What follows belongs to an exercise in optimizing a design on an open flow for a short achievable clock period and few clock cycles; a production flow would make more cautious choices. At most, simulation tests tie the RTL to the original design; equivalence was not proved. No functional check of the RTL was part of runs 1, 3 and 4. No activity file was given, so power comes from the tool's default toggle rates.

## config.mk

```make
export PLATFORM = sky130hd
export DESIGN_NAME = soc_top
export DESIGN_NICKNAME = soc_top
export VERILOG_FILES = /design/flow/design.v
export SDC_FILE = /design/flow/constraint.sdc
export NUM_CORES = 4
export LEC_CHECK = 0
export CAP_MARGIN = 20
export CELL_PAD_IN_SITES_DETAIL_PLACEMENT = 1
export CELL_PAD_IN_SITES_GLOBAL_PLACEMENT = 1
export CORE_MARGIN = 2
export CORE_UTILIZATION = 55
export PLACE_DENSITY = 0.65
export SETUP_SLACK_MARGIN = 1.2
export SLEW_MARGIN = 20
export SYNTH_HIERARCHICAL = 1
export SYNTH_MEMORY_MAX_BITS = 16384
```

## run.sh

```bash
#!/bin/bash
# synth_recipe.tcl (not shown) runs the flow's synth.tcl, then flattens the netlist and writes it again
# the make line also repeats each setting of config.mk as NAME=value (left out here)
make -C /OpenROAD-flow-scripts/flow DESIGN_CONFIG=/design/flow/config.mk WORK_HOME=/design/flow/orfs CLKGATE_MAP_FILE= SYNTH_SCRIPT=/design/flow/synth_recipe.tcl finish
```

## constraint.sdc

```tcl
create_clock -name core_clock -period 5.0 [get_ports {clock}]
set_input_delay 1.0000 -clock core_clock [delete_from_list [all_inputs] [get_ports {clock}]]
set_output_delay 1.0000 -clock core_clock [all_outputs]
set_load 0.01 [all_outputs]
```

## design.v

```verilog
package soc_pkg;
  localparam int ADDR_W = 16;
  localparam int DATA_W = 32;
  localparam int MEM_WORDS = 64;
  localparam int MEM_AW    = 6;
  localparam logic [ADDR_W-1:0] MEM_BASE  = 16'h0000;
  localparam logic [ADDR_W-1:0] MMIO_BASE = 16'h8000;
  localparam logic [ADDR_W-1:0] TXDATA_OFS = 16'h0000;
  localparam logic [ADDR_W-1:0] RXDATA_OFS = 16'h0004;
  localparam logic [ADDR_W-1:0] STATUS_OFS = 16'h0008;
  localparam int CLKS_PER_BIT = 8;
  localparam int CLKS_W       = 4;
  typedef enum logic [1:0] {
    ST_IDLE,
    ST_WAIT_TX,
    ST_ACCESS,
    ST_RESP
  } bus_state_e;
  typedef enum logic [1:0] {
    REG_TXDATA,
    REG_RXDATA,
    REG_STATUS
  } mmio_reg_e;
endpackage
`timescale 1ns/1ps
import soc_pkg::*;
module uart_tx (
  input  logic       clock,
  input  logic       rst_n,
  input  logic       tx_start,
  input  logic [7:0] tx_byte,
  output logic       tx_busy,
  output logic       tx
);
  logic [CLKS_W-1:0] clk_cnt;
  logic [3:0]        bit_cnt;
  logic [8:0]        shift_q;
  logic              bit_tick;
  logic              load;
  assign load     = tx_start && !tx_busy;
  assign bit_tick = tx_busy && (clk_cnt == CLKS_W'(CLKS_PER_BIT - 1));
  always_ff @(posedge clock or negedge rst_n) begin
    if (!rst_n) begin
      tx_busy <= 1'b0;
      tx      <= 1'b1;
      clk_cnt <= '0;
      bit_cnt <= '0;
    end else if (load) begin
      tx_busy <= 1'b1;
      tx      <= 1'b0;
      clk_cnt <= '0;
      bit_cnt <= '0;
    end else if (tx_busy) begin
      if (bit_tick) begin
        clk_cnt <= '0;
        if (bit_cnt == 4'd9) begin
          tx_busy <= 1'b0;
          tx      <= 1'b1;
        end else begin
          tx      <= shift_q[0];
          bit_cnt <= bit_cnt + 4'd1;
        end
      end else begin
        clk_cnt <= clk_cnt + 1'b1;
      end
    end
  end
  always_ff @(posedge clock) begin
    if (load) begin
      shift_q <= {1'b1, tx_byte};
    end else if (bit_tick) begin
      shift_q <= {1'b1, shift_q[8:1]};
    end
  end
endmodule
`timescale 1ns/1ps
import soc_pkg::*;
module uart_rx (
  input  logic       clock,
  input  logic       rst_n,
  input  logic       rx,
  output logic       rx_done,
  output logic [7:0] rx_byte
);
  logic              rx_meta;
  logic              rx_sync;
  logic              active;
  logic [CLKS_W-1:0] clk_cnt;
  logic [3:0]        bit_cnt;
  logic              sample;
  assign sample = active && (clk_cnt == CLKS_W'(CLKS_PER_BIT - 1));
  always_ff @(posedge clock or negedge rst_n) begin
    if (!rst_n) begin
      rx_meta <= 1'b1;
      rx_sync <= 1'b1;
      active  <= 1'b0;
      clk_cnt <= '0;
      bit_cnt <= '0;
      rx_done <= 1'b0;
    end else begin
      rx_meta <= rx;
      rx_sync <= rx_meta;
      rx_done <= 1'b0;
      if (!active) begin
        if (!rx_sync) begin
          active  <= 1'b1;
          clk_cnt <= CLKS_W'(CLKS_PER_BIT / 2);
          bit_cnt <= '0;
        end
      end else if (sample) begin
        clk_cnt <= '0;
        bit_cnt <= bit_cnt + 4'd1;
        if (bit_cnt == 4'd0 && rx_sync) begin
          active <= 1'b0;
        end else if (bit_cnt == 4'd9) begin
          active  <= 1'b0;
          rx_done <= rx_sync;
        end
      end else begin
        clk_cnt <= clk_cnt + 1'b1;
      end
    end
  end
  always_ff @(posedge clock) begin
    if (sample && bit_cnt >= 4'd1 && bit_cnt <= 4'd8) begin
      rx_byte <= {rx_sync, rx_byte[7:1]};
    end
  end
endmodule
`timescale 1ns/1ps
import soc_pkg::*;
module uart_mmio (
  input  logic              clock,
  input  logic              rst_n,
  input  logic              reg_wr,
  input  logic              reg_rd,
  input  logic [1:0]        reg_sel,
  input  logic [DATA_W-1:0] reg_wdata,
  output logic [7:0]        reg_rdata,
  output logic              tx_busy,
  output logic              irq,
  output logic              tx,
  input  logic              rx
);
  logic       tx_start;
  logic       rx_done;
  logic [7:0] rx_byte;
  logic       rx_valid;
  logic [7:0] rx_hold;
  assign tx_start = reg_wr && (reg_sel == REG_TXDATA);
  always_ff @(posedge clock or negedge rst_n) begin
    if (!rst_n) begin
      rx_valid <= 1'b0;
    end else begin
      if (rx_done) begin
        rx_valid <= 1'b1;
      end else if (reg_rd && reg_sel == REG_RXDATA) begin
        rx_valid <= 1'b0;
      end
    end
  end
  always_ff @(posedge clock) begin
    if (rx_done) begin
      rx_hold <= rx_byte;
    end
  end
  always_comb begin
    case (reg_sel)
      REG_RXDATA: reg_rdata = rx_hold;
      REG_STATUS: reg_rdata = {6'b0, rx_valid, tx_busy};
      default:    reg_rdata = '0;
    endcase
  end
  assign irq = rx_valid;
  uart_tx tx_i (
    .clock    (clock),
    .rst_n    (rst_n),
    .tx_start (tx_start),
    .tx_byte  (reg_wdata[7:0]),
    .tx_busy  (tx_busy),
    .tx       (tx)
  );
  uart_rx rx_i (
    .clock   (clock),
    .rst_n   (rst_n),
    .rx      (rx),
    .rx_done (rx_done),
    .rx_byte (rx_byte)
  );
endmodule
`timescale 1ns/1ps
import soc_pkg::*;
module scratch_mem (
  input  logic              clock,
  input  logic              mem_we,
  input  logic [MEM_AW-1:0] mem_addr,
  input  logic [DATA_W-1:0] mem_wdata,
  input  logic              rd_off,
  output logic [DATA_W-1:0] mem_rdata
);
  logic [DATA_W-1:0]    mem [MEM_WORDS];
  logic [MEM_WORDS-1:0] sel;
  always_ff @(posedge clock) begin
    if (mem_we) begin
      mem[mem_addr] <= mem_wdata;
    end
  end
  rd_dec dec_i (
    .addr (mem_addr),
    .off  (rd_off),
    .sel  (sel)
  );
  for (genvar b = 0; b < DATA_W; b++) begin : g_bit
    logic [MEM_WORDS-1:0] col;
    for (genvar w = 0; w < MEM_WORDS; w++) begin : g_col
      assign col[w] = mem[w][b];
    end
    rd_tree tree_i (
      .d   (col),
      .sel (sel),
      .y   (mem_rdata[b])
    );
  end
endmodule
module rd_dec (
  input  logic [MEM_AW-1:0]    addr,
  input  logic                 off,
  output logic [MEM_WORDS-1:0] sel
);
  logic [3:0] p0, p1, p2;
  rd_pre2 pre0_i (.a(addr[1:0]), .en(1'b1), .y(p0));
  rd_pre2 pre1_i (.a(addr[3:2]), .en(1'b1), .y(p1));
  rd_pre2 pre2_i (.a(addr[5:4]), .en(!off), .y(p2));
  for (genvar w = 0; w < MEM_WORDS; w++) begin : g_w
    rd_and3 u (.a(p0[w % 4]), .b(p1[(w / 4) % 4]), .c(p2[w / 16]), .y(sel[w]));
  end
endmodule
module rd_pre2 (
  input  logic [1:0] a,
  input  logic       en,
  output logic [3:0] y
);
  always_comb begin
    for (int i = 0; i < 4; i++) begin
      y[i] = en && a == 2'(i);
    end
  end
endmodule
module rd_and3 (
  input  logic a,
  input  logic b,
  input  logic c,
  output logic y
);
  assign y = a && b && c;
endmodule
module rd_tree (
  input  logic [MEM_WORDS-1:0] d,
  input  logic [MEM_WORDS-1:0] sel,
  output logic                 y
);
  logic [31:0] l1;
  logic [7:0]  l2;
  logic [3:0]  l3;
  for (genvar i = 0; i < 32; i++) begin : g_l1
    rd_aoi22 u (.a(d[2*i]), .sa(sel[2*i]), .b(d[2*i+1]), .sb(sel[2*i+1]), .y(l1[i]));
  end
  for (genvar i = 0; i < 8; i++) begin : g_l2
    rd_nand4 u (.a(l1[4*i+3:4*i]), .y(l2[i]));
  end
  for (genvar i = 0; i < 4; i++) begin : g_l3
    rd_nor2 u (.a(l2[2*i+1:2*i]), .y(l3[i]));
  end
  rd_nand4 u4 (.a(l3), .y(y));
endmodule
module rd_aoi22 (
  input  logic a,
  input  logic sa,
  input  logic b,
  input  logic sb,
  output logic y
);
  assign y = !((a && sa) || (b && sb));
endmodule
module rd_nand4 (
  input  logic [3:0] a,
  output logic       y
);
  assign y = !(&a);
endmodule
module rd_nor2 (
  input  logic [1:0] a,
  output logic       y
);
  assign y = !(|a);
endmodule
`timescale 1ns/1ps
import soc_pkg::*;
module bus_ctrl (
  input  logic              rst_n,
  input  logic              wb_cyc,
  input  logic              wb_stb,
  input  logic              wb_we,
  input  logic [ADDR_W-1:0] wb_adr,
  output logic [DATA_W-1:0] wb_rdata,
  output logic              wb_ack,
  output logic              wb_err,
  output logic              mem_we,
  input  logic [DATA_W-1:0] mem_rdata,
  output logic              reg_wr,
  output logic              reg_rd,
  output logic [1:0]        reg_sel,
  input  logic [7:0]        reg_rdata,
  input  logic              tx_busy
);
  logic req;
  logic dec_mem;
  logic dec_reg;
  logic stall;
  always_comb begin
    req     = wb_cyc && wb_stb && rst_n;
    dec_mem = wb_adr < ADDR_W'(MEM_WORDS * 4);
    dec_reg = wb_adr == MMIO_BASE + TXDATA_OFS || wb_adr == MMIO_BASE + RXDATA_OFS ||
              wb_adr == MMIO_BASE + STATUS_OFS;
    reg_sel = wb_adr[3:2];
    stall  = dec_reg && reg_sel == REG_TXDATA && wb_we && tx_busy;
    wb_ack = req && (dec_mem || dec_reg) && !stall;
    wb_err = req && !(dec_mem || dec_reg);
    mem_we = req && dec_mem && wb_we;
    reg_wr = req && dec_reg && wb_we && !stall;
    reg_rd = req && dec_reg && !wb_we;
  end
  assign wb_rdata[DATA_W-1:8] = mem_rdata[DATA_W-1:8];
  assign wb_rdata[7:0]        = mem_rdata[7:0] | (wb_adr[15] ? reg_rdata : 8'h0);
endmodule
`timescale 1ns/1ps
import soc_pkg::*;
module soc_top (
  input  logic              clock,
  input  logic              rst_n,
  input  logic              wb_cyc,
  input  logic              wb_stb,
  input  logic              wb_we,
  input  logic [ADDR_W-1:0] wb_adr,
  input  logic [DATA_W-1:0] wb_wdata,
  output logic [DATA_W-1:0] wb_rdata,
  output logic              wb_ack,
  output logic              wb_err,
  output logic              tx,
  input  logic              rx,
  output logic              irq
);
  logic              mem_we;
  logic [DATA_W-1:0] mem_rdata;
  logic              reg_wr;
  logic              reg_rd;
  logic [1:0]        reg_sel;
  logic [7:0]        reg_rdata;
  logic              tx_busy;
  bus_ctrl ctrl_i (
    .rst_n     (rst_n),
    .wb_cyc    (wb_cyc),
    .wb_stb    (wb_stb),
    .wb_we     (wb_we),
    .wb_adr    (wb_adr),
    .wb_rdata  (wb_rdata),
    .wb_ack    (wb_ack),
    .wb_err    (wb_err),
    .mem_we    (mem_we),
    .mem_rdata (mem_rdata),
    .reg_wr    (reg_wr),
    .reg_rd    (reg_rd),
    .reg_sel   (reg_sel),
    .reg_rdata (reg_rdata),
    .tx_busy   (tx_busy)
  );
  scratch_mem mem_i (
    .clock     (clock),
    .mem_we    (mem_we),
    .mem_addr  (wb_adr[MEM_AW+1:2]),
    .mem_wdata (wb_wdata),
    .rd_off    (wb_adr[15]),
    .mem_rdata (mem_rdata)
  );
  uart_mmio uart_i (
    .clock     (clock),
    .rst_n     (rst_n),
    .reg_wr    (reg_wr),
    .reg_rd    (reg_rd),
    .reg_sel   (reg_sel),
    .reg_wdata (wb_wdata),
    .reg_rdata (reg_rdata),
    .tx_busy   (tx_busy),
    .irq       (irq),
    .tx        (tx),
    .rx        (rx)
  );
endmodule
```

==> results of run 1 <==
## cell usage in the layout (no fill, tap or decap), types with 10 or more instances in the layout
cell and instances:
ha_1 10, edfxtp_1 2072, nor2_1 43, buf_12 163, a21o_1 10, dfrtp_1 20, clkbuf_1 46, bufinv_16 20
a22oi_2 1024, clkinv_2 29, and3_4 53, nor2_4 107, clkbuf_16 212, buf_4 440, o21ai_0 10, nor2_2 42
inv_1 10, nand4_1 290, nand2_1 31, buf_6 63, and3_2 15, clkinv_1 57, buf_8 11, clkdlybuf4s50_1 16
buf_2 60
## final cells by class
type | count | area [µm²] | area share, %
Multi-Input combinational cell | 1752 | 18400 | 18.7
Sequential cell | 2095 | 62800 | 63.7
Timing Repair Buffer | 771 | 8380 | 8.50
Clock buffer | 258 | 5480 | 5.56
Inverter | 11 | 46.3 | 0.0470
Clock inverter | 116 | 1050 | 1.07
Tap cell | 1917 | 2400 | 2.43
## state kept, by name (all words and copies together) (netlist names)
| register | cells |
|---|---|
| mem_i.mem | 2048 |
| uart_i.rx_hold | 8 |
| uart_i.rx_i.active | 1 |
| uart_i.rx_i.bit_cnt | 4 |
| uart_i.rx_i.clk_cnt | 4 |
| uart_i.rx_i.rx_byte | 8 |
| uart_i.rx_i.rx_done | 1 |
| uart_i.rx_i.rx_meta | 1 |
| uart_i.rx_i.rx_sync | 1 |
| uart_i.rx_valid | 1 |
| uart_i.tx_i.bit_cnt | 4 |
| uart_i.tx_i.clk_cnt | 4 |
| uart_i.tx_i.shift_q | 8 |
| uart_i.tx_i.tx | 1 |
| uart_i.tx_i.tx_busy | 1 |
## layer usage
metal | up-vias | track usage (%)
met2 | 1945 | 55.7
met3 | 400 | 6.33
met5 | - | 0
met4 | 2 | 11.7
li1 | 18742 | -
met1 | 24377 | 47.0
## cell usage after synthesis, types with 4 or more instances
library cell,count,area share (%)
nand2_1,31,0.15
and3b_1,7,0.076
nand3_1,6,0.037
and3_1,65,0.51
a21oi_1,8,0.050
and2_2,6,0.056
buf_2,10,0.062
a21o_1,10,0.094
buf_6,5,0.070
edfxtp_1,2072,78
nand2b_1,6,0.047
ha_1,10,0.16
nand4bb_1,4,0.056
o21ai_0,10,0.062
nor2_1,192,0.90
a22oi_2,1024,16
buf_4,26,0.24
inv_1,11,0.051
nand3b_1,8,0.075
dfrtp_1,20,0.62
nand4_1,290,2.3
nor3_1,10,0.062
## per-module statistics from Yosys (local to each module, per instance), excerpt
module       cell area (µm²)  times used  cells inside  flops+latches
uart_mmio                400           1            27              9
bus_ctrl                 425           1            53              0
uart_rx                  870           1            63             20
rd_nand4                6.26         288             1              0
uart_tx                  861           1            82             18
rd_aoi22                12.5        1024             1              0
rd_dec                  7.51           1             2              0
rd_pre2                 37.5           3             4              0
rd_nor2                 3.75         128             1              0
scratch_mem            62000           1          2149           2048
rd_and3                 6.26          64             1              0
## metrics by stage
step	utilization, %	worst slack [ns]
2_1_floorplan	-	0.937
3_3_place_gp	61.7	-0.803
3_5_place_dp	61.7	-0.823
4_1_cts	67.6	0.350
5_1_grt	67.9	0.241
6_report	67.9	0.245
## worst max path at each step
stage          startpoint                to  slack, ns  cells past startpoint
2_1_floorplan  wb_adr[10]  mem_i.mem[45][0]       0.94                      6
3_3_place_gp    wb_adr[3]      wb_rdata[17]      -0.80                     13
3_5_place_dp    wb_adr[3]      wb_rdata[11]      -0.82                     13
4_1_cts         wb_adr[5]      wb_rdata[17]       0.35                     15
5_1_grt         wb_adr[6]       wb_rdata[5]       0.24                     13
6_report        wb_adr[5]      wb_rdata[17]       0.24                     15
## power breakdown
group          switching [mW]  total [mW]  internal (mW)
combinational           0.668       0.915          0.247
sequential             0.0553        19.4           19.3
clock                    6.49        15.2           8.73
total                    7.22        35.5           28.3
## worst max-delay path, stage by stage
cell and delay, ns:
buf_6 0.09, buf_8 0.13, buf_6 0.12, and3b_2 0.23
buf_12 0.14, buf_16 0.14, and3_4 0.16, buf_12 0.14
buf_6 0.11, a22oi_2 0.13, nand4_1 0.30, nor2_4 0.34
nand4_1 0.35, buf_12 0.24, buf_6 0.11
## cell families after synthesis
| kind of cell | Yosys count |
|---|---|
| buffers and inverters | 55 |
| multiplexers | 2 |
| flip-flops | 2095 |
| XOR/XNOR | 2 |
| other | 1 |
| AND/OR/NAND/NOR | 658 |
| AO/OA/AOI/OAI | 1069 |
| adder cells (fa/ha/maj) | 10 |
## timing repair
action | CTS | global route
setup endpoints to repair | 34 | 33
gates cloned | 17 | 0
hold buffers | 0 | 0
pin swaps | 195 | 80
gates resized for setup | 442 | 41
setup buffers | 87 | 21
==> flow_metrics.env, run 1 <==
export IMPL_status="complete, no violations"
export IMPL_diodes=0
export IMPL_fin_area_um2=98500
export IMPL_clock_sinks=2095
export IMPL_numCtsBuffers=205
export IMPL_placed_area_um2=89600
export IMPL_r2r_slack_ns=2.92
export IMPL_relSlewSlack_pct=33.8
export IMPL_whs_path_depth=0
export IMPL_synth_area_per_cell_um2=20.6
export IMPL_ant_nets=0
export IMPL_ys_async_sr_fraction_pct=1.10
export IMPL_synth_flop_cell="edfxtp_1"
export IMPL_leakagePower_nw=30.9
export IMPL_required_ns=4.00
export IMPL_fin_crit_sh_pct=95.1
export IMPL_holdPathEnd="uart_i.rx_i.rx_sync"
export IMPL_synthMuxAreaShare_pct=0.0265
export IMPL_arrival_ns=3.76
export IMPL_rsz0062_at_grt="yes"
export IMPL_synth_xor_area_share_pct=0.0218
export IMPL_wl_met2_um=123000
export IMPL_antenna_found_initial=11
export IMPL_clock_skew_ns=0.0133
export IMPL_slew_viol_final=0
export IMPL_tightest_slew_ns=0.993
export IMPL_ios=90
export IMPL_synth_warnings=12
export IMPL_firstDrtPassIters=5
export IMPL_min_delay_start="uart_i.rx_i.rx_meta"
export IMPL_clk_path_buf_depth=3
export IMPL_synth_compound_area_share_pct=16.4
export IMPL_die_area_um2=149000
export IMPL_peakVddDrop_mv=0.355
export IMPL_hold_ws_ns=0.357
export IMPL_route_detailed_drc=0
export IMPL_synthDistinctLibCells=60
export IMPL_fin_crit_ns=4.76
export IMPL_nets=4900
export IMPL_drive_above_1_share_pct=46.1
export IMPL_ys_ff_latch=2095
export IMPL_cts_clk_slew_worst_paths_ns=0.06
export IMPL_core_um2=145000
export IMPL_clk_latency_ns=0.83
export IMPL_syn_inst=3892
export IMPL_gp_congestion=0.867
export IMPL_final_hold_violation_count=0
export IMPL_top_layer="met5"
export IMPL_grt_overflow=0
export IMPL_final_setup_tns_ns=0
export IMPL_yosys_area_share_adder_pct=0.156
export IMPL_clockRootBuffer="clkbuf_16"
export IMPL_synthSimpleGateAreaFrac_pct=4.66
export IMPL_fmax_ghz=0.210
export IMPL_power_density_nw_per_um2=361
export IMPL_grt_pass1_wl_um=357000
export IMPL_port_buffers=89
export IMPL_wire_per_inst_um=36.5
export IMPL_critPathLaunchType="input pin"
export IMPL_drt_total_wl_um=252000
export IMPL_num_rows=140
export IMPL_final_cells=6920
export IMPL_vias=45466
export IMPL_reg2reg_to="uart_i.tx_i.shift_q[7]"
export IMPL_cp_end_kind="output port"
export IMPL_setup_viol=0
export IMPL_die_w_um=386
export IMPL_path_max_fanout=8
export IMPL_wl_met3_um=19500
export IMPL_dp_cells=6421
export IMPL_grt_usage_pct=34.3
export IMPL_drtIter0Drc=5108
export IMPL_r2r_cells=5
export IMPL_met1_length_um=101000
export IMPL_start_util_pct=55.2
export IMPL_via_per_inst=6.57
export IMPL_dp_hpwl_um=158000
export IMPL_yosysSeqAreaShare_pct=78.3
export IMPL_die_h_um=386
export IMPL_area_growth_pct=22.8
export IMPL_htreeDepth=4
export IMPL_num_fill_cells=11657
export IMPL_synth_top_family_by_area="compound AO/OA/AOI/OAI gates"
export IMPL_hold_class="flop to flop"
export IMPL_grt_pass1_vias=47407
export IMPL_worstReg2RegStart="uart_i.tx_i.tx_busy"
export IMPL_crit_type="input pin to output port"
export IMPL_grt_max_degree=66
export IMPL_maxCapViolCount=0
export IMPL_cts_tree="built"
export IMPL_synth_edf_count=2072
export IMPL_total_power_mw=35.5
export IMPL_synthesis_area_um2=80200
==> run 2, diff against run 1 <==
--- a/design.v
+++ b/design.v
@@ -198,6 +198,6 @@
   input  logic              rd_off,
+  input  logic [7:0]        rd_or,
   output logic [DATA_W-1:0] mem_rdata
 );
-  logic [DATA_W-1:0]    mem [MEM_WORDS];
-  logic [MEM_WORDS-1:0] sel;
+  logic [DATA_W-1:0] mem [MEM_WORDS];
   always_ff @(posedge clock) begin
@@ -207,7 +207,2 @@
   end
-  rd_dec dec_i (
-    .addr (mem_addr),
-    .off  (rd_off),
-    .sel  (sel)
-  );
   for (genvar b = 0; b < DATA_W; b++) begin : g_bit
@@ -217,9 +212,41 @@
     end
-    rd_tree tree_i (
-      .d   (col),
-      .sel (sel),
-      .y   (mem_rdata[b])
-    );
+    if (b < 8) begin : g_x
+      rd_slice_x slice_i (
+        .d    (col),
+        .addr (mem_addr),
+        .off  (rd_off),
+        .x    (rd_or[b]),
+        .y    (mem_rdata[b])
+      );
+    end else begin : g_n
+      rd_slice slice_i (
+        .d    (col),
+        .addr (mem_addr),
+        .off  (rd_off),
+        .y    (mem_rdata[b])
+      );
+    end
   end
 endmodule
+module rd_slice (
+  input  logic [MEM_WORDS-1:0] d,
+  input  logic [MEM_AW-1:0]    addr,
+  input  logic                 off,
+  output logic                 y
+);
+  logic [MEM_WORDS-1:0] sel;
+  rd_dec  dec_i  (.addr(addr), .off(off), .sel(sel));
+  rd_tree tree_i (.d(d), .sel(sel), .y(y));
+endmodule
+module rd_slice_x (
+  input  logic [MEM_WORDS-1:0] d,
+  input  logic [MEM_AW-1:0]    addr,
+  input  logic                 off,
+  input  logic                 x,
+  output logic                 y
+);
+  logic [MEM_WORDS-1:0] sel;
+  rd_dec    dec_i  (.addr(addr), .off(off), .sel(sel));
+  rd_tree_x tree_i (.d(d), .sel(sel), .x(x), .y(y));
+endmodule
 module rd_dec (
@@ -230,5 +257,5 @@
   logic [3:0] p0, p1, p2;
-  rd_pre2 pre0_i (.a(addr[1:0]), .en(1'b1), .y(p0));
-  rd_pre2 pre1_i (.a(addr[3:2]), .en(1'b1), .y(p1));
-  rd_pre2 pre2_i (.a(addr[5:4]), .en(!off), .y(p2));
+  rd_pre2  pre0_i (.a(addr[1:0]), .y(p0));
+  rd_pre2  pre1_i (.a(addr[3:2]), .y(p1));
+  rd_pre2e pre2_i (.a(addr[5:4]), .off(off), .y(p2));
   for (genvar w = 0; w < MEM_WORDS; w++) begin : g_w
@@ -239,3 +266,2 @@
   input  logic [1:0] a,
-  input  logic       en,
   output logic [3:0] y
@@ -244,3 +270,14 @@
     for (int i = 0; i < 4; i++) begin
-      y[i] = en && a == 2'(i);
+      y[i] = a == 2'(i);
+    end
+  end
+endmodule
+module rd_pre2e (
+  input  logic [1:0] a,
+  input  logic       off,
+  output logic [3:0] y
+);
+  always_comb begin
+    for (int i = 0; i < 4; i++) begin
+      y[i] = !off && a == 2'(i);
     end
@@ -275,2 +312,23 @@
 endmodule
+module rd_tree_x (
+  input  logic [MEM_WORDS-1:0] d,
+  input  logic [MEM_WORDS-1:0] sel,
+  input  logic                 x,
+  output logic                 y
+);
+  logic [31:0] l1;
+  logic [7:0]  l2;
+  logic [3:0]  l3;
+  for (genvar i = 0; i < 32; i++) begin : g_l1
+    rd_aoi22 u (.a(d[2*i]), .sa(sel[2*i]), .b(d[2*i+1]), .sb(sel[2*i+1]), .y(l1[i]));
+  end
+  for (genvar i = 0; i < 8; i++) begin : g_l2
+    rd_nand4 u (.a(l1[4*i+3:4*i]), .y(l2[i]));
+  end
+  for (genvar i = 0; i < 3; i++) begin : g_l3
+    rd_nor2 u (.a(l2[2*i+1:2*i]), .y(l3[i]));
+  end
+  rd_nor3 u3 (.a({x, l2[7:6]}), .y(l3[3]));
+  rd_nand4 u4 (.a(l3), .y(y));
+endmodule
 module rd_aoi22 (
@@ -296,2 +354,8 @@
 endmodule
+module rd_nor3 (
+  input  logic [2:0] a,
+  output logic       y
+);
+  assign y = !(|a);
+endmodule
 `timescale 1ns/1ps
@@ -309,2 +373,3 @@
   input  logic [DATA_W-1:0] mem_rdata,
+  output logic [7:0]        rd_or,
   output logic              reg_wr,
@@ -332,4 +397,4 @@
   end
-  assign wb_rdata[DATA_W-1:8] = mem_rdata[DATA_W-1:8];
-  assign wb_rdata[7:0]        = mem_rdata[7:0] | (wb_adr[15] ? reg_rdata : 8'h0);
+  assign rd_or    = wb_adr[15] ? reg_rdata : 8'h0;
+  assign wb_rdata = mem_rdata;
 endmodule
@@ -354,2 +419,3 @@
   logic [DATA_W-1:0] mem_rdata;
+  logic [7:0]        rd_or;
   logic              reg_wr;
@@ -370,2 +436,3 @@
     .mem_rdata (mem_rdata),
+    .rd_or     (rd_or),
     .reg_wr    (reg_wr),
@@ -382,2 +449,3 @@
     .rd_off    (wb_adr[15]),
+    .rd_or     (rd_or),
     .mem_rdata (mem_rdata)
==> run 2 against run 1 <==
  * Count of clock-buffer cells in the layout increased by 15
  * Still clean on timing, DRC and antenna
  * Utilization fell by 1.4 points
  * Via count is 52% higher
  * Critical path type unchanged
  * Critical path depth decreased by 5
==> flow_metrics.env, run 2 <==
export IMPL_synth_flop_cell="edfxtp_1"
export IMPL_whs_path_depth=0
export IMPL_yosysSeqAreaShare_pct=65.9
export IMPL_leakagePower_nw=43.7
export IMPL_fin_crit_sh_pct=83.2
export IMPL_largest_register_ffs=2048
export IMPL_met1_length_um=135000
export IMPL_p_clk_share_pct=41.8
export IMPL_numCtsBuffers=214
export IMPL_num_fill_cells=15260
export IMPL_cts_tree="built"
export IMPL_ys_top_cells_by_area="edfxtp_1, and3_1, a22oi_2, nand4_1, nor2_1"
export IMPL_min_delay_start="uart_i.rx_i.rx_meta"
export IMPL_yosys_top_cells_count="edfxtp_1, and3_1, a22oi_2, nand4_1, nor2_1"
export IMPL_fmax_ghz=0.240
export IMPL_die_h_um=420
export IMPL_worstReg2RegStart="uart_i.tx_i.tx_busy"
export IMPL_htreeDepth=4
export IMPL_reg2reg_to="uart_i.tx_i.shift_q[6]"
export IMPL_arrival_ns=3.16
export IMPL_multiInputGateArea_um2=34400
export IMPL_num_rows=152
export IMPL_relSlewSlack_pct=22.3
export IMPL_critPathLaunchType="input pin"
export IMPL_crit_type="input pin to output port"
export IMPL_tightest_slew_ns=1.17
export IMPL_dp_hpwl_um=193000
export IMPL_rsz0062_at_grt="yes"
export IMPL_start_util_pct=55.5
export IMPL_final_common_cell="edfxtp_1"
export IMPL_ys_async_sr_fraction_pct=1.10
export IMPL_hold_class="flop to flop"
export IMPL_clockRootBuffer="clkbuf_16"
export IMPL_slew_viol_final=0
export IMPL_status="complete, no violations"
export IMPL_drive_above_1_share_pct=33.3
export IMPL_drtIter0Drc=9360
export IMPL_clk_path_buf_depth=3
export IMPL_swShare_pct=22.8
export IMPL_fin_area_um2=114000
export IMPL_clock_sinks=2095
export IMPL_wl_met2_um=170000
export IMPL_firstDrtPassIters=6
export IMPL_total_power_mw=37.5
export IMPL_nets=7162
export IMPL_regArea_um2=62800
export IMPL_grt_pass1_wl_um=513000
export IMPL_clock_skew_ns=0.0146
export IMPL_p_seq_share_pct=51.7
export IMPL_die_w_um=420
export IMPL_utilization_pct=66.5
export IMPL_port_buffers=89
export IMPL_layout_common_cells="edfxtp_1, and3_1, a22oi_2"
export IMPL_dpl_worst_slack_ns=-0.114
export IMPL_route_detailed_drc=0
export IMPL_final_cells=9581
export IMPL_yosysTopAreaCell="edfxtp_1"
export IMPL_placed_area_um2=103000
export IMPL_grt_overflow=0
export IMPL_ys_ff_latch=2095
export IMPL_syn_inst=6254
export IMPL_ant_nets=0
export IMPL_synth_area_per_cell_um2=15.2
export IMPL_final_setup_tns_ns=0
export IMPL_path_max_fanout=15
export IMPL_yosysTopAreaCellShare_pct=65.3
export IMPL_setup_viol=0
export IMPL_wl_met3_um=40300
export IMPL_final_hold_violation_count=0
export IMPL_hold_buffers=0
export IMPL_synthesis_area_um2=95200
export IMPL_clk_latency_ns=0.87
export IMPL_vias=68958
export IMPL_top_layer="met5"
export IMPL_setup_ws_ns=0.839
export IMPL_comb_power_share_pct=6.5
export IMPL_fin_crit_ns=4.16
export IMPL_internal_power_mw=29.0
export IMPL_via_per_inst=7.20
export IMPL_wire_per_inst_um=38.5
export IMPL_grt_usage_pct=41.2
export IMPL_area_growth_pct=19.8
export IMPL_power_density_nw_per_um2=329
export IMPL_cp_end_kind="output port"
export IMPL_hold_ws_ns=0.357
export IMPL_r2r_cells=4
export IMPL_grt_pass1_vias=68964
export IMPL_r2r_slack_ns=2.75
export IMPL_dp_cells=8961
export IMPL_antenna_found_initial=19
export IMPL_maxCapViolCount=0
export IMPL_synth_warnings=13
export IMPL_cts_clk_slew_worst_paths_ns=0.06
export IMPL_synth_most_common_cell="edfxtp_1"
export IMPL_ios=90
export IMPL_die_area_um2=177000
export IMPL_largest_register="mem_i.mem"
export IMPL_synthDistinctLibCells=59
export IMPL_synth_edf_count=2072
export IMPL_peakVddDrop_mv=0.385
export IMPL_holdPathEnd="uart_i.rx_i.rx_sync"
export IMPL_required_ns=4.00
export IMPL_core_um2=172000
export IMPL_switching_power_mw=8.57
export IMPL_gp_congestion=0.845
export IMPL_drt_total_wl_um=369000
export IMPL_grt_max_degree=66
[run 2: final cells by class]
type,instances,area share [%]
flip-flops and latches,2095,55.0
multi-input cells,4130,30.1
repair buffers,647,6.49
clock buffers,273,5.02
well taps,2310,2.53
clock inverters,109,0.790
inverters,10,0.0329
diodes,7,0.0153
[run 2: worst max path at each step]
stage	start	to	slack, ns	cells past startpoint
global route	wb_adr[6]	wb_rdata[3]	0.88	10
finish	wb_adr[6]	wb_rdata[3]	0.84	10
global placement	wb_adr[7]	wb_rdata[8]	-0.09	10
CTS	wb_adr[15]	wb_rdata[17]	0.92	12
detailed placement	wb_adr[7]	wb_rdata[26]	-0.11	9
floorplan	wb_adr[10]	mem_i.mem[45][0]	0.94	6
[run 2: cells by family (layout without fill, tap and decap cells)]
logic type	count (synthesis)	after routing	share of synthesized area (%)
DFF	2095	2095	65.9
buffers and inverters	62	1039	0.431
muxes	2	2	0.0223
xor gates and xnor gates	2	2	0.0184
adders and majority gates	10	10	0.131
AOI/OAI and AO/OA	1061	1061	13.7
and+or+nand+nor	3022	3055	19.7
other	0	7	0
[run 2: Yosys stat by module, one instance, submodules excluded, a selection]
module,copies in the design,flip-flops and latches,cells inside
uart_mmio,1,9,27
rd_pre2,64,0,4
rd_nor2,120,0,1
bus_ctrl,1,0,61
uart_rx,1,20,63
rd_aoi22,1024,0,1
rd_and3,2048,0,1
[run 2: critical path, stage by stage]
cell	delay, ns
clkbuf_16	0.18
buf_12	0.16
buf_12	0.16
and3b_2	0.29
and3_1	0.22
a22oi_2	0.15
nand4_1	0.17
nor3_2	0.25
nand4_1	0.29
buf_2	0.24
[run 2: power groups by stage]
stage	logic, mW	clock network (mW)	registers, mW
2_1_floorplan	0.811	0	19.8
3_3_place_gp	1.81	0	19.8
3_5_place_dp	1.88	0	19.8
4_1_cts	2.26	15.7	19.4
5_1_grt	2.56	16.3	19.4
6_report	2.46	15.7	19.4
[run 2: layer usage]
layer / global-route usage [%] / vias up
met5: 0 / -
met4: 22.7 / 6
met3: 8.67 / 1102
met2: 64.1 / 4134
met1: 54.2 / 35859
li1: - / 27857
[run 2: timing repair]
item / 4_1_cts / 5_1_grt
endpoints found under the setup margin: 34 / 34
resized for setup: 499 / 191
pin swaps: 110 / 140
cloned: 64 / 19
setup buffers: 94 / 53
hold endpoints to repair: 0 / 0
Testbench counts of run 2, summed over its fixed seeds: cycles 4,800.
==> run 3, diff against run 2 <==
--- a/design.v
+++ b/design.v
@@ -198,6 +198,6 @@
   input  logic              rd_off,
-  input  logic [7:0]        rd_or,
   output logic [DATA_W-1:0] mem_rdata
 );
-  logic [DATA_W-1:0] mem [MEM_WORDS];
+  logic [DATA_W-1:0]    mem [MEM_WORDS];
+  logic [MEM_WORDS-1:0] sel;
   always_ff @(posedge clock) begin
@@ -207,2 +207,7 @@
   end
+  rd_dec dec_i (
+    .addr (mem_addr),
+    .off  (rd_off),
+    .sel  (sel)
+  );
   for (genvar b = 0; b < DATA_W; b++) begin : g_bit
@@ -212,41 +217,9 @@
     end
-    if (b < 8) begin : g_x
-      rd_slice_x slice_i (
-        .d    (col),
-        .addr (mem_addr),
-        .off  (rd_off),
-        .x    (rd_or[b]),
-        .y    (mem_rdata[b])
-      );
-    end else begin : g_n
-      rd_slice slice_i (
-        .d    (col),
-        .addr (mem_addr),
-        .off  (rd_off),
-        .y    (mem_rdata[b])
-      );
-    end
+    rd_tree tree_i (
+      .d   (col),
+      .sel (sel),
+      .y   (mem_rdata[b])
+    );
   end
 endmodule
-module rd_slice (
-  input  logic [MEM_WORDS-1:0] d,
-  input  logic [MEM_AW-1:0]    addr,
-  input  logic                 off,
-  output logic                 y
-);
-  logic [MEM_WORDS-1:0] sel;
-  rd_dec  dec_i  (.addr(addr), .off(off), .sel(sel));
-  rd_tree tree_i (.d(d), .sel(sel), .y(y));
-endmodule
-module rd_slice_x (
-  input  logic [MEM_WORDS-1:0] d,
-  input  logic [MEM_AW-1:0]    addr,
-  input  logic                 off,
-  input  logic                 x,
-  output logic                 y
-);
-  logic [MEM_WORDS-1:0] sel;
-  rd_dec    dec_i  (.addr(addr), .off(off), .sel(sel));
-  rd_tree_x tree_i (.d(d), .sel(sel), .x(x), .y(y));
-endmodule
 module rd_dec (
@@ -257,5 +230,5 @@
   logic [3:0] p0, p1, p2;
-  rd_pre2  pre0_i (.a(addr[1:0]), .y(p0));
-  rd_pre2  pre1_i (.a(addr[3:2]), .y(p1));
-  rd_pre2e pre2_i (.a(addr[5:4]), .off(off), .y(p2));
+  rd_pre2 pre0_i (.a(addr[1:0]), .en(1'b1), .y(p0));
+  rd_pre2 pre1_i (.a(addr[3:2]), .en(1'b1), .y(p1));
+  rd_pre2 pre2_i (.a(addr[5:4]), .en(!off), .y(p2));
   for (genvar w = 0; w < MEM_WORDS; w++) begin : g_w
@@ -266,2 +239,3 @@
   input  logic [1:0] a,
+  input  logic       en,
   output logic [3:0] y
@@ -270,14 +244,3 @@
     for (int i = 0; i < 4; i++) begin
-      y[i] = a == 2'(i);
-    end
-  end
-endmodule
-module rd_pre2e (
-  input  logic [1:0] a,
-  input  logic       off,
-  output logic [3:0] y
-);
-  always_comb begin
-    for (int i = 0; i < 4; i++) begin
-      y[i] = !off && a == 2'(i);
+      y[i] = en && a == 2'(i);
     end
@@ -312,23 +275,2 @@
 endmodule
-module rd_tree_x (
-  input  logic [MEM_WORDS-1:0] d,
-  input  logic [MEM_WORDS-1:0] sel,
-  input  logic                 x,
-  output logic                 y
-);
-  logic [31:0] l1;
-  logic [7:0]  l2;
-  logic [3:0]  l3;
-  for (genvar i = 0; i < 32; i++) begin : g_l1
-    rd_aoi22 u (.a(d[2*i]), .sa(sel[2*i]), .b(d[2*i+1]), .sb(sel[2*i+1]), .y(l1[i]));
-  end
-  for (genvar i = 0; i < 8; i++) begin : g_l2
-    rd_nand4 u (.a(l1[4*i+3:4*i]), .y(l2[i]));
-  end
-  for (genvar i = 0; i < 3; i++) begin : g_l3
-    rd_nor2 u (.a(l2[2*i+1:2*i]), .y(l3[i]));
-  end
-  rd_nor3 u3 (.a({x, l2[7:6]}), .y(l3[3]));
-  rd_nand4 u4 (.a(l3), .y(y));
-endmodule
 module rd_aoi22 (
@@ -354,8 +296,2 @@
 endmodule
-module rd_nor3 (
-  input  logic [2:0] a,
-  output logic       y
-);
-  assign y = !(|a);
-endmodule
 `timescale 1ns/1ps
@@ -363,2 +299,3 @@
 module bus_ctrl (
+  input  logic              clock,
   input  logic              rst_n,
@@ -372,4 +309,4 @@
   output logic              mem_we,
+  output logic              mem_rd,
   input  logic [DATA_W-1:0] mem_rdata,
-  output logic [7:0]        rd_or,
   output logic              reg_wr,
@@ -380,6 +317,54 @@
 );
-  logic req;
-  logic dec_mem;
-  logic dec_reg;
-  logic stall;
+  logic              rd_pend;
+  logic [DATA_W-1:0] rdata_q;
+  ack_dec ack_i (
+    .rst_n   (rst_n),
+    .wb_cyc  (wb_cyc),
+    .wb_stb  (wb_stb),
+    .wb_we   (wb_we),
+    .wb_adr  (wb_adr),
+    .rd_pend (rd_pend),
+    .tx_busy (tx_busy),
+    .wb_ack  (wb_ack),
+    .wb_err  (wb_err)
+  );
+  side_dec side_i (
+    .rst_n   (rst_n),
+    .wb_cyc  (wb_cyc),
+    .wb_stb  (wb_stb),
+    .wb_we   (wb_we),
+    .wb_adr  (wb_adr),
+    .rd_pend (rd_pend),
+    .tx_busy (tx_busy),
+    .mem_we  (mem_we),
+    .mem_rd  (mem_rd),
+    .reg_wr  (reg_wr),
+    .reg_rd  (reg_rd)
+  );
+  assign reg_sel = wb_adr[3:2];
+  always_ff @(posedge clock or negedge rst_n) begin
+    if (!rst_n) begin
+      rd_pend <= 1'b0;
+    end else begin
+      rd_pend <= mem_rd;
+    end
+  end
+  always_ff @(posedge clock) begin
+    rdata_q <= mem_rdata;
+  end
+  assign wb_rdata[DATA_W-1:8] = rdata_q[DATA_W-1:8];
+  assign wb_rdata[7:0]        = rdata_q[7:0] | (wb_adr[15] ? reg_rdata : 8'h0);
+endmodule
+module ack_dec (
+  input  logic              rst_n,
+  input  logic              wb_cyc,
+  input  logic              wb_stb,
+  input  logic              wb_we,
+  input  logic [ADDR_W-1:0] wb_adr,
+  input  logic              rd_pend,
+  input  logic              tx_busy,
+  output logic              wb_ack,
+  output logic              wb_err
+);
+  logic req, dec_mem, dec_reg, stall;
   always_comb begin
@@ -389,12 +374,32 @@
               wb_adr == MMIO_BASE + STATUS_OFS;
-    reg_sel = wb_adr[3:2];
-    stall  = dec_reg && reg_sel == REG_TXDATA && wb_we && tx_busy;
-    wb_ack = req && (dec_mem || dec_reg) && !stall;
-    wb_err = req && !(dec_mem || dec_reg);
-    mem_we = req && dec_mem && wb_we;
-    reg_wr = req && dec_reg && wb_we && !stall;
-    reg_rd = req && dec_reg && !wb_we;
+    stall   = wb_adr[3:2] == 2'b00 && wb_we && tx_busy;
+    wb_ack  = req && ((dec_mem && (wb_we || rd_pend)) || (dec_reg && !stall));
+    wb_err  = req && !(dec_mem || dec_reg);
+  end
+endmodule
+module side_dec (
+  input  logic              rst_n,
+  input  logic              wb_cyc,
+  input  logic              wb_stb,
+  input  logic              wb_we,
+  input  logic [ADDR_W-1:0] wb_adr,
+  input  logic              rd_pend,
+  input  logic              tx_busy,
+  output logic              mem_we,
+  output logic              mem_rd,
+  output logic              reg_wr,
+  output logic              reg_rd
+);
+  logic req, dec_mem, dec_reg, stall;
+  always_comb begin
+    req     = wb_cyc && wb_stb && rst_n;
+    dec_mem = wb_adr < ADDR_W'(MEM_WORDS * 4);
+    dec_reg = wb_adr == MMIO_BASE + TXDATA_OFS || wb_adr == MMIO_BASE + RXDATA_OFS ||
+              wb_adr == MMIO_BASE + STATUS_OFS;
+    stall   = wb_adr[3:2] == 2'b00 && wb_we && tx_busy;
+    mem_we  = req && dec_mem && wb_we;
+    mem_rd  = req && dec_mem && !wb_we && !rd_pend;
+    reg_wr  = req && dec_reg && wb_we && !stall;
+    reg_rd  = req && dec_reg && !wb_we;
   end
-  assign rd_or    = wb_adr[15] ? reg_rdata : 8'h0;
-  assign wb_rdata = mem_rdata;
 endmodule
@@ -418,4 +423,4 @@
   logic              mem_we;
+  logic              mem_rd;
   logic [DATA_W-1:0] mem_rdata;
-  logic [7:0]        rd_or;
   logic              reg_wr;
@@ -426,2 +431,3 @@
   bus_ctrl ctrl_i (
+    .clock     (clock),
     .rst_n     (rst_n),
@@ -435,4 +441,4 @@
     .mem_we    (mem_we),
+    .mem_rd    (mem_rd),
     .mem_rdata (mem_rdata),
-    .rd_or     (rd_or),
     .reg_wr    (reg_wr),
@@ -448,4 +454,3 @@
     .mem_wdata (wb_wdata),
-    .rd_off    (wb_adr[15]),
-    .rd_or     (rd_or),
+    .rd_off    (!mem_rd),
     .mem_rdata (mem_rdata)
--- a/config.mk
+++ b/config.mk
@@ -8,8 +8,8 @@
 export CAP_MARGIN = 20
-export CELL_PAD_IN_SITES_DETAIL_PLACEMENT = 1
-export CELL_PAD_IN_SITES_GLOBAL_PLACEMENT = 1
+export CELL_PAD_IN_SITES_DETAIL_PLACEMENT = 2
+export CELL_PAD_IN_SITES_GLOBAL_PLACEMENT = 2
 export CORE_MARGIN = 2
-export CORE_UTILIZATION = 55
-export PLACE_DENSITY = 0.65
-export SETUP_SLACK_MARGIN = 1.2
+export CORE_UTILIZATION = 30
+export PLACE_DENSITY = 0.4
+export SETUP_SLACK_MARGIN = 2.5
 export SLEW_MARGIN = 20
==> run 3 against run 2 <==
  * Critical path depth is 3 higher
  * Clock skew increased by 0.020 ns
  * Final cell count fell by 5.3%
  * Flip-flop and latch count increased by 33
  * Critical endpoint is now ctrl_i.rdata_q[18]
  * Register-to-register slack lost 0.92 ns
  * Sequential share of layout area is 2.2 points higher
  * Global-route usage decreased by 17 points
  * Still clean on timing, DRC and antenna
==> flow_metrics.env, run 3 <==
export IMPL_hold_class="input pin to asynchronous set/reset pin"
export IMPL_port_buffers=89
export IMPL_power_density_nw_per_um2=348
export IMPL_syn_inst=3937
export IMPL_crit_buf_inv=7
export IMPL_final_hold_violation_count=0
export IMPL_cp_common_cell="buf_4"
export IMPL_clock_sinks=2128
export IMPL_die_w_um=523
export IMPL_relSlewSlack_pct=24.3
export IMPL_setup_viol=0
export IMPL_cp_end_kind="flop"
export IMPL_ys_top_cells_by_area="edfxtp_1, a22oi_2, nand4_1, nor2_1, dfxtp_1"
export IMPL_die_area_um2=274000
export IMPL_synthesis_area_um2=80900
export IMPL_swShare_pct=21.8
export IMPL_via_per_inst=5.24
export IMPL_layout_common_cells="edfxtp_1, a22oi_2, buf_4"
export IMPL_critical_path_top_delay_family="simple AND/OR/NAND/NOR gates"
export IMPL_grt_overflow=0
export IMPL_drt_total_wl_um=348000
export IMPL_fin_area_um2=111000
export IMPL_crit_type="input pin to flop"
export IMPL_largest_register_ffs=2048
export IMPL_synth_flop_cell="edfxtp_1"
export IMPL_gp_congestion=0.731
export IMPL_yosysTopAreaCell="edfxtp_1"
export IMPL_clk_path_buf_depth=4
export IMPL_p_clk_share_pct=47.0
export IMPL_slowest_delay_ns=0.51
export IMPL_leakagePower_nw=35.2
export IMPL_htreeDepth=5
export IMPL_crit_chain="buf_6 > buf_12 > buf_4 > buf_4 > and3b_2 > buf_4 > and3_4 > buf_12 > a22oi_2 > nand4_1 > nor2_1 > buf_4 > nand4_1"
export IMPL_synth_most_common_cell="edfxtp_1"
export IMPL_crit_path_top_delay_cell="nand4_1"
export IMPL_clk_latency_ns=0.86
export IMPL_arrival_ns=4.03
export IMPL_utilization_pct=41.4
export IMPL_cts_clk_slew_worst_paths_ns=0.06
export IMPL_cts_tree="built"
export IMPL_rsz0062_at_grt="yes"
export IMPL_p_seq_share_pct=50.9
export IMPL_largest_register="mem_i.mem"
export IMPL_critPathLaunchType="input pin"
export IMPL_required_ns=5.70
export IMPL_yosysSeqAreaShare_pct=78.4
export IMPL_yosys_top_cells_count="edfxtp_1, a22oi_2, nand4_1, nor2_1, and3_1"
export IMPL_drive_above_1_share_pct=50.1
export IMPL_ant_nets=0
export IMPL_placed_area_um2=91000
export IMPL_nets=5366
export IMPL_clock_skew_ns=0.0350
export IMPL_fin_crit_ns=3.34
export IMPL_clockRootBuffer="clkbuf_16"
export IMPL_area_growth_pct=37.2
export IMPL_internal_power_mw=30.2
export IMPL_antenna_found_initial=32
export IMPL_drtIter0Drc=4246
export IMPL_final_cells=9073
export IMPL_vias=47500
export IMPL_dp_cells=7914
export IMPL_route_detailed_drc=0
export IMPL_synthDistinctLibCells=59
export IMPL_synth_area_per_cell_um2=20.6
export IMPL_grt_usage_pct=23.9
export IMPL_peakVddDrop_mv=0.241
export IMPL_maxCapViolCount=0
export IMPL_final_common_cell="edfxtp_1"
export IMPL_synth_warnings=14
export IMPL_slew_viol_final=0
export IMPL_top_regs="mem_i.mem (2048), ctrl_i.rdata_q (32)"
export IMPL_grt_max_degree=65
export IMPL_comb_power_share_pct=2.1
export IMPL_grt_pass1_wl_um=446000
export IMPL_grt_pass1_vias=49044
export IMPL_firstDrtPassIters=5
export IMPL_yosysTopAreaCellShare_pct=76.9
export IMPL_ios=90
export IMPL_wire_per_inst_um=38.4
export IMPL_start_util_pct=30.2
export IMPL_synth_edf_count=2072
export IMPL_tightest_slew_ns=1.13
export IMPL_die_h_um=523
export IMPL_path_max_fanout=12
export IMPL_switching_power_mw=8.40
export IMPL_r2r_slack_ns=1.83
export IMPL_num_rows=190
export IMPL_status="complete, no violations"
export IMPL_dp_hpwl_um=189000
export IMPL_ys_ff_latch=2128
export IMPL_fin_crit_sh_pct=66.7
export IMPL_numCtsBuffers=267
export IMPL_ys_async_sr_fraction_pct=1.13
export IMPL_fmax_ghz=0.300
export IMPL_core_um2=268000
==> run 3: cell families after synthesis <==
kind of cell / synth area share [%]
flops: 78.4
compound gates: 16.2
simple gates: 4.72
buf+inv: 0.451
fa+ha+maj: 0.155
xor+xnor: 0.0216
mux: 0.0263
other cells: 0.00463
==> run 3: layer usage <==
layer  up-vias  routed length (µm)  GRT usage (%)
li1      19949                   -              -
met1     26233              156000           33.7
met2       955              173000           39.8
met3       363               11600           2.49
met4         0                7370           5.23
met5         -                   0              0
==> run 3: cell type report <==
type	instances	area [µm²]
inverter	12	58.8
fill	24902	157000
clock inverter	100	684
multi-input combinational	1771	18600
antenna	22	55.1
timing repair buffer	1122	16400
clock buffer	366	7310
sequential	2128	63500
tap	3552	4440
==> run 3: stage by stage <==
stage	TNS (ns)	total power, mW	setup slack, ns	hold WS (ns)
after floorplan	0	20.2	1.74	0.345
after global placement	-2.44	20.8	-0.689	0.348
after detailed placement	-1.13	20.8	-0.366	0.352
after CTS	0	39.1	1.74	0.0977
after global routing	0	39.7	1.63	0.153
final	0	38.6	1.66	0.160
==> run 3: power by group through the flow <==
stage                     logic (mW)  clock network (mW)  registers, mW
after floorplan                0.188                   0           20.0
after global placement         0.745                   0           20.0
after detailed placement       0.764                   0           20.0
after CTS                      0.799                18.6           19.7
after global routing           0.847                19.2           19.7
final                          0.801                18.2           19.7
==> run 3: Yosys stat by module (local to each module, per instance), a selection <==
module / copies in the design / flip-flops and latches / cells inside / area (µm²)
rd_pre2: 3 / 0 / 4 / 37.5
rd_nor2: 128 / 0 / 1 / 3.75
uart_rx: 1 / 20 / 63 / 870
soc_top: 1 / 0 / 1 / 3.75
uart_mmio: 1 / 9 / 27 / 400
rd_aoi22: 1024 / 0 / 1 / 12.5
side_dec: 1 / 0 / 15 / 109
==> run 3: what timing repair did <==
action | in CTS | in global routing
gates cloned | 115 | 89
endpoints found under the setup margin | 2142 | 2037
setup buffers | 367 | 100
hold endpoints to repair | 0 | 0
pin swaps | 174 | 123
hold buffers | 0 | 0
resized for setup | 650 | 191
==> run 3: worst paths after layout <==
kind | endpoint | from | cells past startpoint
min reg2reg | uart_i.rx_i.rx_sync | uart_i.rx_i.rx_meta | 0
max | ctrl_i.rdata_q[18] | wb_adr[3] | 13
min in group core_clock | uart_i.rx_i.rx_sync | uart_i.rx_i.rx_meta | 0
max reg2reg | ctrl_i.rdata_q[25] | ctrl_i.rd_pend | 15
min | uart_i.rx_valid | rst_n | 2
max in group asynchronous | uart_i.rx_i.rx_sync | rst_n | 2
==> run 4, diff against run 3 <==
--- a/design.v
+++ b/design.v
@@ -138,3 +138,4 @@
   input  logic [DATA_W-1:0] reg_wdata,
-  output logic [7:0]        reg_rdata,
+  output logic [7:0]        reg_rxdata,
+  output logic [7:0]        reg_status,
   output logic              tx_busy,
@@ -166,9 +167,4 @@
   end
-  always_comb begin
-    case (reg_sel)
-      REG_RXDATA: reg_rdata = rx_hold;
-      REG_STATUS: reg_rdata = {6'b0, rx_valid, tx_busy};
-      default:    reg_rdata = '0;
-    endcase
-  end
+  assign reg_rxdata = rx_hold;
+  assign reg_status = {6'b0, rx_valid, tx_busy};
   assign irq = rx_valid;
@@ -197,3 +193,2 @@
   input  logic [DATA_W-1:0] mem_wdata,
-  input  logic              rd_off,
   output logic [DATA_W-1:0] mem_rdata
@@ -209,3 +204,2 @@
     .addr (mem_addr),
-    .off  (rd_off),
     .sel  (sel)
@@ -226,3 +220,2 @@
   input  logic [MEM_AW-1:0]    addr,
-  input  logic                 off,
   output logic [MEM_WORDS-1:0] sel
@@ -230,5 +223,5 @@
   logic [3:0] p0, p1, p2;
-  rd_pre2 pre0_i (.a(addr[1:0]), .en(1'b1), .y(p0));
-  rd_pre2 pre1_i (.a(addr[3:2]), .en(1'b1), .y(p1));
-  rd_pre2 pre2_i (.a(addr[5:4]), .en(!off), .y(p2));
+  rd_pre2 pre0_i (.a(addr[1:0]), .y(p0));
+  rd_pre2 pre1_i (.a(addr[3:2]), .y(p1));
+  rd_pre2 pre2_i (.a(addr[5:4]), .y(p2));
   for (genvar w = 0; w < MEM_WORDS; w++) begin : g_w
@@ -239,3 +232,2 @@
   input  logic [1:0] a,
-  input  logic       en,
   output logic [3:0] y
@@ -244,3 +236,3 @@
     for (int i = 0; i < 4; i++) begin
-      y[i] = en && a == 2'(i);
+      y[i] = a == 2'(i);
     end
@@ -314,3 +306,4 @@
   output logic [1:0]        reg_sel,
-  input  logic [7:0]        reg_rdata,
+  input  logic [7:0]        reg_rxdata,
+  input  logic [7:0]        reg_status,
   input  logic              tx_busy
@@ -352,6 +345,11 @@
   always_ff @(posedge clock) begin
-    rdata_q <= mem_rdata;
+    rdata_q <= mem_rd ? mem_rdata : '0;
   end
+  logic [7:0] rx_g;
+  logic [7:0] st_g;
+  assign rx_g = reg_rxdata & {8{!rd_pend}};
+  assign st_g = reg_status & {8{!rd_pend}};
   assign wb_rdata[DATA_W-1:8] = rdata_q[DATA_W-1:8];
-  assign wb_rdata[7:0]        = rdata_q[7:0] | (wb_adr[15] ? reg_rdata : 8'h0);
+  assign wb_rdata[7:0]        = rdata_q[7:0] | (rx_g & {8{wb_adr[2] && !wb_adr[3]}}) |
+                                (st_g & {8{wb_adr[3]}});
 endmodule
@@ -428,3 +426,4 @@
   logic [1:0]        reg_sel;
-  logic [7:0]        reg_rdata;
+  logic [7:0]        reg_rxdata;
+  logic [7:0]        reg_status;
   logic              tx_busy;
@@ -446,3 +445,4 @@
     .reg_sel   (reg_sel),
-    .reg_rdata (reg_rdata),
+    .reg_rxdata(reg_rxdata),
+    .reg_status(reg_status),
     .tx_busy   (tx_busy)
@@ -454,3 +454,2 @@
     .mem_wdata (wb_wdata),
-    .rd_off    (!mem_rd),
     .mem_rdata (mem_rdata)
@@ -464,3 +463,4 @@
     .reg_wdata (wb_wdata),
-    .reg_rdata (reg_rdata),
+    .reg_rxdata(reg_rxdata),
+    .reg_status(reg_status),
     .tx_busy   (tx_busy),
--- a/config.mk
+++ b/config.mk
@@ -8,8 +8,8 @@
 export CAP_MARGIN = 20
-export CELL_PAD_IN_SITES_DETAIL_PLACEMENT = 2
-export CELL_PAD_IN_SITES_GLOBAL_PLACEMENT = 2
+export CELL_PAD_IN_SITES_DETAIL_PLACEMENT = 1
+export CELL_PAD_IN_SITES_GLOBAL_PLACEMENT = 1
 export CORE_MARGIN = 2
-export CORE_UTILIZATION = 30
-export PLACE_DENSITY = 0.4
-export SETUP_SLACK_MARGIN = 2.5
+export CORE_UTILIZATION = 55
+export PLACE_DENSITY = 0.65
+export SETUP_SLACK_MARGIN = 2.4
 export SLEW_MARGIN = 20
==> run 4 against run 3 <==
  * Area after synthesis rose by 0.26%
  * Critical path depth decreased by 6
  * Cell area decreased by 12%
  * Critical path type is now input pin to output port
==> flow_metrics.env, run 4 <==
export IMPL_arrival_ns=2.18
export IMPL_peakVddDrop_mv=0.333
export IMPL_layout_common_cells="edfxtp_1, a22oi_2, buf_4"
export IMPL_clockRootBuffer="clkbuf_16"
export IMPL_status="complete, no violations"
export IMPL_top_regs="mem_i.mem (2048), ctrl_i.rdata_q (32)"
export IMPL_yosys_top_cells_count="edfxtp_1, a22oi_2, nand4_1, nor2_1, and3_1"
export IMPL_clk_path_buf_depth=3
export IMPL_cts_clk_slew_worst_paths_ns=0.06
export IMPL_ys_top_cells_by_area="edfxtp_1, a22oi_2, nand4_1, nor2_1, dfxtp_1"
export IMPL_via_per_inst=6.73
export IMPL_leakagePower_nw=30.3
export IMPL_firstDrtPassIters=5
export IMPL_drt_total_wl_um=264000
export IMPL_cts_tree="built"
export IMPL_port_buffers=89
export IMPL_synth_edf_count=2072
export IMPL_antenna_found_initial=17
export IMPL_largest_register_ffs=2048
export IMPL_relSlewSlack_pct=30.3
export IMPL_critical_path_top_delay_family="buffers and inverters"
export IMPL_critPathLaunchType="input pin"
export IMPL_hold_class="input pin to asynchronous set/reset pin"
export IMPL_dp_cells=6202
export IMPL_syn_inst=3975
export IMPL_vias=46457
export IMPL_clock_sinks=2128
export IMPL_power_density_nw_per_um2=374
export IMPL_final_hold_violation_count=0
export IMPL_clk_latency_ns=0.85
export IMPL_grt_pass1_wl_um=351000
export IMPL_ant_nets=0
export IMPL_crit_path_top_delay_cell="nor4b_4"
export IMPL_tightest_slew_ns=1.05
export IMPL_fin_crit_ns=3.18
export IMPL_path_max_fanout=10
export IMPL_synth_warnings=14
export IMPL_placed_area_um2=86800
export IMPL_clock_skew_ns=0.0299
export IMPL_die_h_um=388
export IMPL_grt_overflow=0
export IMPL_start_util_pct=55.5
export IMPL_core_um2=146000
export IMPL_die_w_um=388
export IMPL_setup_viol=0
export IMPL_drtIter0Drc=5703
export IMPL_crit_chain="buf_12 > buf_8 > nor4b_4 > buf_4 > nand4_1 > a211oi_2 > buf_2"
export IMPL_ys_async_sr_fraction_pct=1.13
export IMPL_ios=90
export IMPL_grt_pass1_vias=45355
export IMPL_route_detailed_drc=0
export IMPL_maxCapViolCount=0
export IMPL_synth_most_common_cell="edfxtp_1"
export IMPL_wire_per_inst_um=38.2
export IMPL_numCtsBuffers=210
export IMPL_die_area_um2=151000
export IMPL_drive_above_1_share_pct=44.2
export IMPL_htreeDepth=4
export IMPL_required_ns=4.00
export IMPL_num_fill_cells=11877
export IMPL_final_common_cell="edfxtp_1"
export IMPL_slowest_delay_ns=0.29
export IMPL_synth_area_per_cell_um2=20.4
export IMPL_grt_usage_pct=33.2
export IMPL_gp_congestion=0.801
export IMPL_area_growth_pct=20.5
export IMPL_slew_viol_final=0
export IMPL_yosysTopAreaCellShare_pct=76.7
export IMPL_cp_end_kind="output port"
export IMPL_ys_ff_latch=2128
export IMPL_fin_crit_sh_pct=63.7
export IMPL_dp_hpwl_um=147000
export IMPL_final_setup_tns_ns=0
export IMPL_yosysTopAreaCell="edfxtp_1"
export IMPL_rsz0062_at_grt="yes"
export IMPL_largest_register="mem_i.mem"
export IMPL_fmax_ghz=0.314
export IMPL_synthesis_area_um2=81100
export IMPL_grt_max_degree=65
export IMPL_fin_area_um2=97800
export IMPL_final_cells=6900
export IMPL_synthDistinctLibCells=61
export IMPL_crit_type="input pin to output port"
export IMPL_yosysSeqAreaShare_pct=78.2
export IMPL_nets=4864
export IMPL_num_rows=140
export IMPL_crit_buf_inv=4
export IMPL_synth_flop_cell="edfxtp_1"
[run 4: changes by cell type after synthesis, moves of 6 or more]
| cell | delta |
|---|---|
| buf_4 | +8 |
| a221o_1 | +6 |
| and2_1 | +38 |
| a21o_1 | -9 |
| nor2_1 | +6 |
| and3b_1 | -6 |
[run 4: cell type report]
type / count / area (µm²) / area share, %
timing repair buffer: 629 / 6270 / 6.42
tap: 1917 / 2400 / 2.45
antenna: 1 / 2.50 / 0.00256
sequential: 2128 / 63500 / 64.9
multi-input combinational: 1825 / 18900 / 19.4
clock buffer: 284 / 5790 / 5.92
inverter: 9 / 33.8 / 0.0345
clock inverter: 107 / 875 / 0.894
[run 4: where the power goes]
| part | switching, mW | internal, mW |
|---|---|---|
| clock network | 6.76 | 8.72 |
| registers | 0.0524 | 19.6 |
| logic | 1.01 | 0.394 |
| total | 7.82 | 28.7 |
[run 4: cell families (layout without fill, tap and decap cells)]
group           after synthesis  count (layout)  synth area share, %
buf+inv                      64            1029                0.524
simple gates                705             742                 4.93
xor+xnor                      2               2               0.0216
fa+ha+maj                     7               7                0.108
compound gates             1066            1066                 16.2
flops                      2128            2128                 78.2
other cells                   1               7              0.00462
mux                           2               2               0.0262
[run 4: metrics by stage]
stage	power (mW)	setup WS [ns]	hold slack [ns]	util, %
CTS	36.5	1.79	0.327	65.3
floorplan	20.4	1.74	0.345	-
global placement	21.2	0.205	0.346	59.4
finish	36.5	1.82	0.329	66.9
global route	37.3	1.74	0.314	66.9
detailed placement	21.2	0.186	0.347	59.4
[run 4: layer usage]
layer / vias to the layer above / wire length (µm) / track usage, % / part of all wire, %
met5: - / 62 / 0 / 0.023
met4: 10 / 8040 / 9.90 / 3.0
met3: 388 / 23300 / 5.33 / 8.8
met2: 2421 / 128000 / 53.6 / 48
met1: 24793 / 105000 / 47.1 / 40
li1: 18845 / - / - / -
[run 4: per-module statistics from Yosys, one instance, submodules excluded, excerpt]
| module | cells | flops+latches |
|---|---|---|
| uart_tx | 82 | 18 |
| rd_nand4 | 1 | 0 |
| uart_rx | 63 | 20 |
| ack_dec | 14 | 0 |
| rd_pre2 | 4 | 0 |
| bus_ctrl | 114 | 33 |
| uart_mmio | 22 | 9 |
| rd_nor2 | 1 | 0 |
| side_dec | 15 | 0 |
| rd_aoi22 | 1 | 0 |
| scratch_mem | 2149 | 2048 |
| rd_and3 | 1 | 0 |
[run 4: final timing paths]
check                               startpoint                      to  slack, ns  cells after the start
max reg2reg                  mem_i.mem[32][28]      ctrl_i.rdata_q[28]       3.03                      5
max in group asynchronous                rst_n  uart_i.tx_i.bit_cnt[0]       4.41                      2
min reg2reg                uart_i.rx_i.rx_meta     uart_i.rx_i.rx_sync       0.36                      0
min                                      rst_n  uart_i.rx_i.clk_cnt[2]       0.33                      2
min in group core_clock    uart_i.rx_i.rx_meta     uart_i.rx_i.rx_sync       0.36                      0
max                                  wb_adr[7]                  wb_ack       1.82                      7
[run 4: timing repair]
item	in CTS	in global routing
pin swaps	64	95
setup endpoints to repair	2124	1785
hold buffers	0	0
cloned	18	33
buffers inserted	92	163
resized for setup	391	143

==> re-timing with driven ports <==
Ports are ideal in the flow. The routed layouts listed here were re-timed in OpenROAD. Step 1, drivers: a clkbuf_16 drives clock and a buf_2 each remaining input, both assumed. Step 2 moves the port delays by t, midway between the first and last clock arrival at a register: inputs arrive t later, outputs are due t later. That takes back most of the time a late clock gives input paths. a / b / c = ideal ports / drivers / drivers and shift; a / b = the first two.
run | shift t [ns] | setup slack, ns | worst register clock-pin slew, ns
run 1 | 0.901 | 0.245 / 0.211 / 0.211 | 0.07 / 0.07
run 2 | 0.965 | 0.839 / 0.444 / 0.444 | 0.07 / 0.07
run 3 | 0.931 | 1.663 / 1.653 / 0.721 | 0.07 / 0.07
run 4 | 0.919 | 1.816 / 1.767 / 1.250 | 0.07 / 0.07
After both steps every run listed still meets setup and hold. For run 3, which loses most, drivers alone change the setup slack by -0.010 ns; drivers and shift together by -0.942 ns.
